This design comes from an exercise in tuning for small area on the open sky130 flow, not from production work. In this exercise RTL edits were held to simulation tests only and were not proved equivalent to the original. No activity file was given, so power comes from the tool's default toggle rates.

### config.mk
export PLATFORM = sky130hd
export DESIGN_NAME = nmr_pulseprog_top
export DESIGN_NICKNAME = nmr_pulseprog_top
export VERILOG_FILES = /design/flow/design.v
export SDC_FILE = /design/flow/constraint.sdc
export NUM_CORES = 4
export LEC_CHECK = 0
export CAP_MARGIN = 20
export CORE_MARGIN = 2
export CORE_UTILIZATION = 40
export PLACE_DENSITY = 0.6
export SLEW_MARGIN = 20
### run.sh
#!/bin/bash
# synth_recipe.tcl (not shown) runs the flow's synth.tcl, then flattens the netlist and writes it again
# the make line also repeats each setting of config.mk as NAME=value (left out here)
make -C /OpenROAD-flow-scripts/flow DESIGN_CONFIG=/design/flow/config.mk WORK_HOME=/design/flow/orfs CLKGATE_MAP_FILE= SYNTH_SCRIPT=/design/flow/synth_recipe.tcl finish
### constraint.sdc
create_clock -name core_clock -period 10.0 [get_ports {pulseprog_clk}]
set_input_delay 2.0000 -clock core_clock [delete_from_list [all_inputs] [get_ports {pulseprog_clk}]]
set_output_delay 2.0000 -clock core_clock [all_outputs]
set_load 0.01 [all_outputs]
### design.v
package nmr_seq_pkg;
	typedef logic [31:0] cycle_cnt_t;	 
	typedef logic [15:0] echo_cnt_t;	 
	typedef struct packed {
		cycle_cnt_t	pulse90;			 
		cycle_cnt_t	delay_nosig;		 
		cycle_cnt_t	pulse180;			 
		cycle_cnt_t	delay_sig;			 
		cycle_cnt_t	rx_delay;			 
		cycle_cnt_t	samples_per_echo;	 
		echo_cnt_t	echoes;				 
		logic		phase_cycle;		 
		logic [14:0]	spare;			 
	} seq_param_t;
	typedef enum logic [2:0] {
		IDLE,		 
		P90,		 
		DLY_NOSIG,	 
		P180,		 
		DLY_SIG		 
	} seq_state_t;
endpackage
package nmr_acq_pkg;
	typedef logic [13:0]		adc_word_t;	 
	typedef logic signed [14:0]	iq_word_t;	 
	typedef logic signed [23:0]	acc_t;		 
	typedef logic [7:0]			dec_fact_t;	 
	typedef struct packed {
		iq_word_t	dc_sub;		 
		dec_fact_t	dec_fact;	 
	} acq_param_t;
	typedef struct packed {
		acc_t	i_sum;
		acc_t	q_sum;
	} iq_sample_t;
	typedef struct packed {
		iq_word_t	i;
		iq_word_t	q;
	} iq_pair_t;
endpackage
module param_loader
(
	input	logic						pulseprog_clk,
	input	logic						arst_n,
	input	logic						param_req,
	output	logic						param_ack,
	input	nmr_seq_pkg::seq_param_t	seq_param,
	input	nmr_acq_pkg::acq_param_t	acq_param,
	input	logic						busy_in,	 
	output	logic						run_start,	 
	output	nmr_seq_pkg::seq_param_t	seq_cfg,
	output	nmr_acq_pkg::acq_param_t	acq_cfg
);
	logic	can_load;	 
	logic	load;		 
	assign can_load = !busy_in && !run_start;
	assign load     = param_req && !param_ack && can_load;
	always_ff @(posedge pulseprog_clk or negedge arst_n)
	begin
		if (!arst_n)
		begin
			param_ack <= 1'b0;
			run_start <= 1'b0;
		end
		else
		begin
			run_start <= 1'b0;				 
			if (load)
				param_ack <= 1'b1;			 
			else if (param_ack && !param_req)
			begin
				param_ack <= 1'b0;			 
				run_start <= 1'b1;			 
			end
		end
	end
	always_ff @(posedge pulseprog_clk)
	begin
		if (load)
		begin
			seq_cfg <= seq_param;
			acq_cfg <= acq_param;
		end
	end
endmodule
module cpmg_sequencer
#(
	parameter int ADC_LATENCY = 5	 
)
(
	input	logic						pulseprog_clk,
	input	logic						arst_n,
	input	logic						run_start,
	input	nmr_seq_pkg::seq_param_t	seq_cfg,
	output	logic						tx_gate,		 
	output	logic						rx_en,			 
	output	logic						busy,			 
	output	logic						sample_strobe,	 
	output	logic						win_first		 
);
	nmr_seq_pkg::seq_state_t	state;
	nmr_seq_pkg::cycle_cnt_t	cnt;		 
	nmr_seq_pkg::cycle_cnt_t	cur_len;	 
	nmr_seq_pkg::echo_cnt_t		echo_cnt;	 
	logic						state_done;
	logic						last_echo;
	always_comb
	begin
		unique case (state)
			nmr_seq_pkg::P90:		cur_len = seq_cfg.pulse90;
			nmr_seq_pkg::DLY_NOSIG:	cur_len = seq_cfg.delay_nosig;
			nmr_seq_pkg::P180:		cur_len = seq_cfg.pulse180;
			nmr_seq_pkg::DLY_SIG:	cur_len = seq_cfg.delay_sig;
			default:				cur_len = '0;	 
		endcase
	end
	assign state_done = (cnt == cur_len - nmr_seq_pkg::cycle_cnt_t'(1));
	assign last_echo  = (echo_cnt == seq_cfg.echoes - nmr_seq_pkg::echo_cnt_t'(1));
	always_ff @(posedge pulseprog_clk or negedge arst_n)
	begin
		if (!arst_n)
		begin
			state    <= nmr_seq_pkg::IDLE;
			cnt      <= '0;
			echo_cnt <= '0;
		end
		else if (state == nmr_seq_pkg::IDLE)
		begin
			cnt      <= '0;
			echo_cnt <= '0;
			if (run_start)
				state <= nmr_seq_pkg::P90;	 
		end
		else if (!state_done)
			cnt <= cnt + nmr_seq_pkg::cycle_cnt_t'(1);
		else
		begin
			cnt <= '0;
			unique case (state)
				nmr_seq_pkg::P90:		state <= nmr_seq_pkg::DLY_NOSIG;
				nmr_seq_pkg::DLY_NOSIG:	state <= nmr_seq_pkg::P180;
				nmr_seq_pkg::P180:		state <= nmr_seq_pkg::DLY_SIG;
				default:
				begin
					echo_cnt <= echo_cnt + nmr_seq_pkg::echo_cnt_t'(1);
					state    <= last_echo ? nmr_seq_pkg::IDLE : nmr_seq_pkg::P180;
				end
			endcase
		end
	end
	assign tx_gate = (state == nmr_seq_pkg::P90) || (state == nmr_seq_pkg::P180);
	assign rx_en   = (state == nmr_seq_pkg::DLY_SIG);
	assign busy    = (state != nmr_seq_pkg::IDLE);
	logic [32:0]	win_end;	 
	logic			window;
	logic			win_start;
	assign win_end   = {1'b0, seq_cfg.rx_delay} + {1'b0, seq_cfg.samples_per_echo};
	assign window    = rx_en && (cnt >= seq_cfg.rx_delay) && ({1'b0, cnt} < win_end);
	assign win_start = window && (cnt == seq_cfg.rx_delay);	 
	logic [ADC_LATENCY-1:0]	win_sr;
	logic [ADC_LATENCY-1:0]	first_sr;
	always_ff @(posedge pulseprog_clk or negedge arst_n)
	begin
		if (!arst_n)
		begin
			win_sr   <= '0;
			first_sr <= '0;
		end
		else
		begin
			for (int i = ADC_LATENCY - 1; i > 0; i--)
			begin
				win_sr[i]   <= win_sr[i-1];
				first_sr[i] <= first_sr[i-1];
			end
			win_sr[0]   <= window;
			first_sr[0] <= win_start;
		end
	end
	assign sample_strobe = win_sr[ADC_LATENCY-1];	 
	assign win_first     = first_sr[ADC_LATENCY-1];
endmodule
module iq_demod
(
	input	logic						pulseprog_clk,
	input	logic						arst_n,
	input	logic						sample_strobe,
	input	logic						win_first,		 
	input	nmr_acq_pkg::adc_word_t		adc_data,
	input	nmr_acq_pkg::iq_word_t		dc_sub,
	input	logic						phase_cycle,	 
	output	nmr_acq_pkg::iq_pair_t		pair,
	output	logic						pair_valid,
	output	logic						pair_first		 
);
	nmr_acq_pkg::iq_word_t	s;			 
	nmr_acq_pkg::iq_word_t	mag;		 
	logic [1:0]				phase_k;	 
	logic [1:0]				k_cur;		 
	logic					neg;
	assign s     = $signed({1'b0, adc_data}) - dc_sub;
	assign k_cur = win_first ? 2'd0 : phase_k;
	assign neg   = k_cur[1] ^ phase_cycle;	 
	assign mag   = neg ? -s : s;
	always_ff @(posedge pulseprog_clk or negedge arst_n)
	begin
		if (!arst_n)
		begin
			phase_k    <= '0;
			pair_valid <= 1'b0;
			pair_first <= 1'b0;
		end
		else
		begin
			pair_valid <= sample_strobe;
			pair_first <= sample_strobe && win_first;
			if (sample_strobe)
				phase_k <= k_cur + 2'd1;
		end
	end
	always_ff @(posedge pulseprog_clk)
	begin
		if (sample_strobe)
		begin
			pair.i <= k_cur[0] ? nmr_acq_pkg::iq_word_t'(0) : mag;
			pair.q <= k_cur[0] ? mag : nmr_acq_pkg::iq_word_t'(0);
		end
	end
endmodule
module iq_decimator
(
	input	logic						pulseprog_clk,
	input	logic						arst_n,
	input	nmr_acq_pkg::iq_pair_t		pair,
	input	logic						pair_valid,
	input	logic						pair_first,	 
	input	nmr_acq_pkg::dec_fact_t		dec_fact,
	input	logic						run_start,	 
	output	logic						out_req,
	input	logic						out_ack,
	output	nmr_acq_pkg::iq_sample_t	out_data,
	output	logic						overrun		 
);
	nmr_acq_pkg::acc_t		acc_i;
	nmr_acq_pkg::acc_t		acc_q;
	nmr_acq_pkg::acc_t		nxt_i;
	nmr_acq_pkg::acc_t		nxt_q;
	nmr_acq_pkg::dec_fact_t	grp_cnt;	 
	nmr_acq_pkg::dec_fact_t	nxt_cnt;
	logic					grp_done;
	logic					pending;	 
	assign nxt_i    = (pair_first ? nmr_acq_pkg::acc_t'(0) : acc_i) + nmr_acq_pkg::acc_t'(pair.i);
	assign nxt_q    = (pair_first ? nmr_acq_pkg::acc_t'(0) : acc_q) + nmr_acq_pkg::acc_t'(pair.q);
	assign nxt_cnt  = (pair_first ? nmr_acq_pkg::dec_fact_t'(0) : grp_cnt) + 8'd1;
	assign grp_done = pair_valid && (nxt_cnt == dec_fact);
	assign pending  = out_req || out_ack;	 
	always_ff @(posedge pulseprog_clk or negedge arst_n)
	begin
		if (!arst_n)
			grp_cnt <= '0;
		else if (run_start || grp_done)
			grp_cnt <= '0;
		else if (pair_valid)
			grp_cnt <= nxt_cnt;
	end
	always_ff @(posedge pulseprog_clk)
	begin
		if (pair_valid)
		begin
			acc_i <= grp_done ? nmr_acq_pkg::acc_t'(0) : nxt_i;	 
			acc_q <= grp_done ? nmr_acq_pkg::acc_t'(0) : nxt_q;
		end
	end
	always_ff @(posedge pulseprog_clk or negedge arst_n)
	begin
		if (!arst_n)
		begin
			out_req <= 1'b0;
			overrun <= 1'b0;
		end
		else
		begin
			if (run_start)
				overrun <= 1'b0;
			if (grp_done && pending)
				overrun <= 1'b1;			 
			if (grp_done && !pending)
				out_req <= 1'b1;
			else if (out_req && out_ack)
				out_req <= 1'b0;			 
		end
	end
	always_ff @(posedge pulseprog_clk)
	begin
		if (grp_done && !pending)
		begin
			out_data.i_sum <= nxt_i;
			out_data.q_sum <= nxt_q;
		end
	end
endmodule
module nmr_pulseprog_top
#(
	parameter int ADC_LATENCY = 5	 
)
(
	input	logic						pulseprog_clk,
	input	logic						arst_n,
	input	logic						param_req,
	output	logic						param_ack,
	input	nmr_seq_pkg::seq_param_t	seq_param,
	input	nmr_acq_pkg::acq_param_t	acq_param,
	input	nmr_acq_pkg::adc_word_t		adc_data,
	output	logic						tx_gate,
	output	logic						rx_en,
	output	logic						busy,
	output	logic						out_req,
	input	logic						out_ack,
	output	nmr_acq_pkg::iq_sample_t	out_data,
	output	logic						overrun
);
	logic						run_start;
	nmr_seq_pkg::seq_param_t	seq_cfg;
	nmr_acq_pkg::acq_param_t	acq_cfg;
	logic						sample_strobe;
	logic						win_first;
	nmr_acq_pkg::iq_pair_t		pair;
	logic						pair_valid;
	logic						pair_first;
	param_loader u_param_loader
	(
		.pulseprog_clk	(pulseprog_clk),
		.arst_n			(arst_n),
		.param_req		(param_req),
		.param_ack		(param_ack),
		.seq_param		(seq_param),
		.acq_param		(acq_param),
		.busy_in		(busy),			 
		.run_start		(run_start),
		.seq_cfg		(seq_cfg),
		.acq_cfg		(acq_cfg)
	);
	cpmg_sequencer
	#(
		.ADC_LATENCY	(ADC_LATENCY)
	)
	u_cpmg_sequencer
	(
		.pulseprog_clk	(pulseprog_clk),
		.arst_n			(arst_n),
		.run_start		(run_start),
		.seq_cfg		(seq_cfg),
		.tx_gate		(tx_gate),
		.rx_en			(rx_en),
		.busy			(busy),
		.sample_strobe	(sample_strobe),
		.win_first		(win_first)
	);
	iq_demod u_iq_demod
	(
		.pulseprog_clk	(pulseprog_clk),
		.arst_n			(arst_n),
		.sample_strobe	(sample_strobe),
		.win_first		(win_first),
		.adc_data		(adc_data),
		.dc_sub			(acq_cfg.dc_sub),
		.phase_cycle	(seq_cfg.phase_cycle),
		.pair			(pair),
		.pair_valid		(pair_valid),
		.pair_first		(pair_first)
	);
	iq_decimator u_iq_decimator
	(
		.pulseprog_clk	(pulseprog_clk),
		.arst_n			(arst_n),
		.pair			(pair),
		.pair_valid		(pair_valid),
		.pair_first		(pair_first),
		.dec_fact		(acq_cfg.dec_fact),
		.run_start		(run_start),
		.out_req		(out_req),
		.out_ack		(out_ack),
		.out_data		(out_data),
		.overrun		(overrun)
	);
endmodule
==> results.sh <==
export IMPL_portBuffers=303
export IMPL_power_density_nw_per_um2=169.7
export IMPL_syn_avg_cell_area_um2=11.47
export IMPL_post_route_period_util_pct=59.23
export IMPL_die_x_um=248.2
export IMPL_h_tree_depth=2
export IMPL_drt_wl_total_um=57830
export IMPL_hold_depth=0
export IMPL_clkSinkCount=435
export IMPL_fp_dieArea_um2=61590
export IMPL_drt_iter0_markers=842
export IMPL_synthAdderAreaFrac_pct=8.783
export IMPL_cts_resized=0
export IMPL_syn_instance_count=2079
export IMPL_synth_top_family_by_area="simple AND/OR/NAND/NOR gates"
export IMPL_ff2ff_setup_slack_ns=4.08
export IMPL_grt_usage_pct=18.73
export IMPL_internal_power_mw=3.564
export IMPL_overflow=0
export IMPL_p_comb_share_pct=20.9
export IMPL_drcViolationCount=0
export IMPL_finalHoldViolations=0
export IMPL_hold_buffers=0
export IMPL_core_rowCount=89
export IMPL_layout_commonest_cell="edfxtp_1"
export IMPL_cts_tree="done"
export IMPL_die_h_um=248.2
export IMPL_syn_to_final_growth_pct=22.99
export IMPL_cp_arrival_ns=6.35
export IMPL_power_switching_mw=1.413
export IMPL_hold_path_class="reg -> reg"
export IMPL_holdPathEnd="u_cpmg_sequencer.first_sr[3]"
export IMPL_vdd_ir_drop_max_uv=120.8
export IMPL_synth_area_leaders="edfxtp_1, ha_1, dfrtp_1"
export IMPL_antenna_found_initial=6
export IMPL_slew_headroom_pct=30.14
export IMPL_root_buffer="clkbuf_16"
export IMPL_vias_per_cell=5.265
export IMPL_final_cell_mix="edfxtp_1, clkdlybuf4s50_1, nor2_1"
export IMPL_finalWeightedCongestion=0.8505
export IMPL_reg2reg_to="u_cpmg_sequencer.cnt[7]"
export IMPL_hpwl_um=43180
export IMPL_end_kind="register"
export IMPL_cts_setup_buffers=0
export IMPL_clockBufferDepth=3
export IMPL_finalSetupViolCount=0
export IMPL_synth_compound_area_share_pct=10.55
export IMPL_synth_seq_area_share_pct=53.16
export IMPL_required_ns=10.43
export IMPL_p_leak_nw=11.16
export IMPL_period_needed_ns=5.923
export IMPL_crit_path_max_fanout=40
export IMPL_async_flop_share_pct=17.70
export IMPL_rsz0062_at_grt="no"
export IMPL_pin_count=319
export IMPL_rr_startpoint="u_cpmg_sequencer.state[2]"
export IMPL_dpl_cell_count=3117
export IMPL_cp_start_kind="register"
export IMPL_drv_slew=0
export IMPL_wire_per_inst_um=18.03
export IMPL_first_pass_iters=5
export IMPL_status="complete, no violations"
export IMPL_synth_top_cell_by_area="edfxtp_1"
export IMPL_path_class="reg -> reg"
export IMPL_synth_top_area_share_pct=45.08
export IMPL_synth_distinct_cells=92
export IMPL_grt_pass1_vias=17220
export IMPL_stdcell_count=3208
export IMPL_ys_warn_count=4
export IMPL_synthesis_area_um2=23850
export IMPL_synth_nets=2509
export IMPL_fmaxAchievable_mhz=168.8
export IMPL_synth_edf_count=358
export IMPL_vias=16889
export IMPL_synth_seq_cells=435
export IMPL_cts_made_buffers=50
export IMPL_clk_pin_slew_ns=0.06
export IMPL_yosys_most_used_dff="edfxtp_1"
export IMPL_clkLatencyLatePin_ns=0.61
export IMPL_final_nets=2826
export IMPL_r2r_cells=13
export IMPL_worstHoldStart="u_cpmg_sequencer.first_sr[2]"
export IMPL_switching_share_pct=28.39
export IMPL_start_util_pct=40.40
export IMPL_synth_xor_area_share_pct=7.089
export IMPL_layout_drive_gt1_share_pct=5.672
export IMPL_seqPwrFrac_pct=44.0
export IMPL_clock_skew_ns=0.02415
export IMPL_grt_start_max_net_pins=164
export IMPL_grt_pass1_wl_um=90700
export IMPL_ant_nets=0
export IMPL_synth_simple_area_share_pct=16.21
export IMPL_maxCapViolCount=0
export IMPL_worst_pin_slew_ns=1.045
export IMPL_setup_tns_ns=0
export IMPL_clkPwrFrac_pct=35.1
export IMPL_synthMuxAreaShare_pct=1.569
export IMPL_core_um2=59020
metrics by stage:
stage	hold WS, ns	power, mW	util (%)	area, um2	worst slack [ns]
final	0.3434	4.978	49.69	29330	4.077
after global routing	0.3524	5.228	49.68	29320	3.397
after CTS	0.3486	5.040	49.68	29320	4.104
after detailed placement	0.3347	3.274	47.05	27770	4.071
after global placement	0.3322	3.245	47.05	27770	4.158
after floorplan	0.3312	2.944	-	23860	0.04346
Yosys cell counts (46+ instances only):
cell and instances:
nand2_1 94, edfxtp_1 358, ha_1 161, xor2_1 79, a21oi_1 97, nand3_1 47, dfrtp_1 77, o21ai_0 76
nor3_1 46, inv_1 104, nor2_1 186, nor2b_1 127, xnor2_1 114, nand4_1 46
routing by layer:
layer	vias to the layer above	wire, um	track usage (%)	share of wire [%]
li1	8324	-	-	-
met1	8139	23520	22.16	41
met2	325	30450	34.56	53
met3	91	2581	3.275	4.5
met4	10	1235	5.515	2.1
met5	-	51	0	0.088
worst max-delay path by stage:
stage	start	end	slack, ns	cells past startpoint
2_1_floorplan	u_cpmg_sequencer.state[2]	u_param_loader.acq_cfg[0]	0.04	8
3_3_place_gp	u_cpmg_sequencer.state[2]	u_cpmg_sequencer.cnt[4]	4.16	13
3_5_place_dp	u_cpmg_sequencer.state[2]	u_cpmg_sequencer.cnt[7]	4.07	13
4_1_cts	u_cpmg_sequencer.state[2]	u_cpmg_sequencer.cnt[7]	4.10	13
5_1_grt	u_cpmg_sequencer.state[2]	u_cpmg_sequencer.cnt[29]	3.40	13
6_report	u_cpmg_sequencer.state[2]	u_cpmg_sequencer.cnt[7]	4.08	13
cells by family after synthesis:
logic type / after synthesis
AOI/OAI and AO/OA: 380
muxes: 34
adders and majority gates: 165
and+or+nand+nor: 715
DFF: 435
buffers and inverters: 157
xor gates and xnor gates: 193
power groups by stage:
stage | clock, mW | sequential (mW) | combinational (mW)
after floorplan | 0 | 2.23 | 0.717
after global placement | 0 | 2.22 | 1.02
after detailed placement | 0 | 2.23 | 1.05
after CTS | 1.80 | 2.19 | 1.05
after global routing | 1.87 | 2.20 | 1.16
final | 1.75 | 2.19 | 1.04
final cells by class:
type,instances,area [um2]
Multi-Input combinational cell,1487,10580
Fill cell,5324,29690
Antenna cell,2,5.005
Clock inverter,27,252.7
Timing Repair Buffer,318,3156
Sequential cell,435,12680
Clock buffer,62,1296
Tap cell,773,967.2
Inverter,104,390.4
sequential cells by signal, indices dropped and copies added (netlist names), 5 cells and up:
signal and flops:
u_iq_decimator.acc_q 24, u_iq_decimator.grp_cnt 8, u_cpmg_sequencer.echo_cnt 16, u_cpmg_sequencer.cnt 32, u_cpmg_sequencer.win_sr 5, u_iq_demod.pair 30
u_param_loader.seq_cfg 209, u_param_loader.acq_cfg 23, u_iq_decimator.out_data 48, u_iq_decimator.acc_i 24, u_cpmg_sequencer.first_sr 5
critical path, stage by stage (launching register included):
cell      delay, ns
dfrtp_1        0.35
buf_4          0.26
inv_1          0.59
nor4b_1        0.14
a311oi_1       0.48
nor3b_2        0.53
nand4_1        0.56
or4_1          0.65
nand3_1        0.09
a31oi_1        0.13
nor4_1         0.54
nand2_1        0.39
nand2_1        0.88
nor2_1         0.12

## what the ideal ports hide
How much do the figures lean on ideal ports? The routed layout below was timed once more, with nothing changed but the port constraints. Step 1 sets driving cells, clkbuf_16 on the clock port and buf_2 on the other inputs (assumed; they add their load-dependent delay and slew). Step 2 times the ports against the registers' clock, not the clock port: input delays grow and output delays shrink by t, the midpoint of the rising clock arrivals with the driver on. Slacks: ideal / step 1 / step 2; pairs: ideal / step 1.
t, ns: 0.657
setup slack, ns: 4.077 / 4.077 / 4.077
worst setup path after step 2: register to register
After both steps setup and hold are still met in this run. The setup slack of this run moves by 0.000 ns with the drivers and by 0.000 ns with both steps.
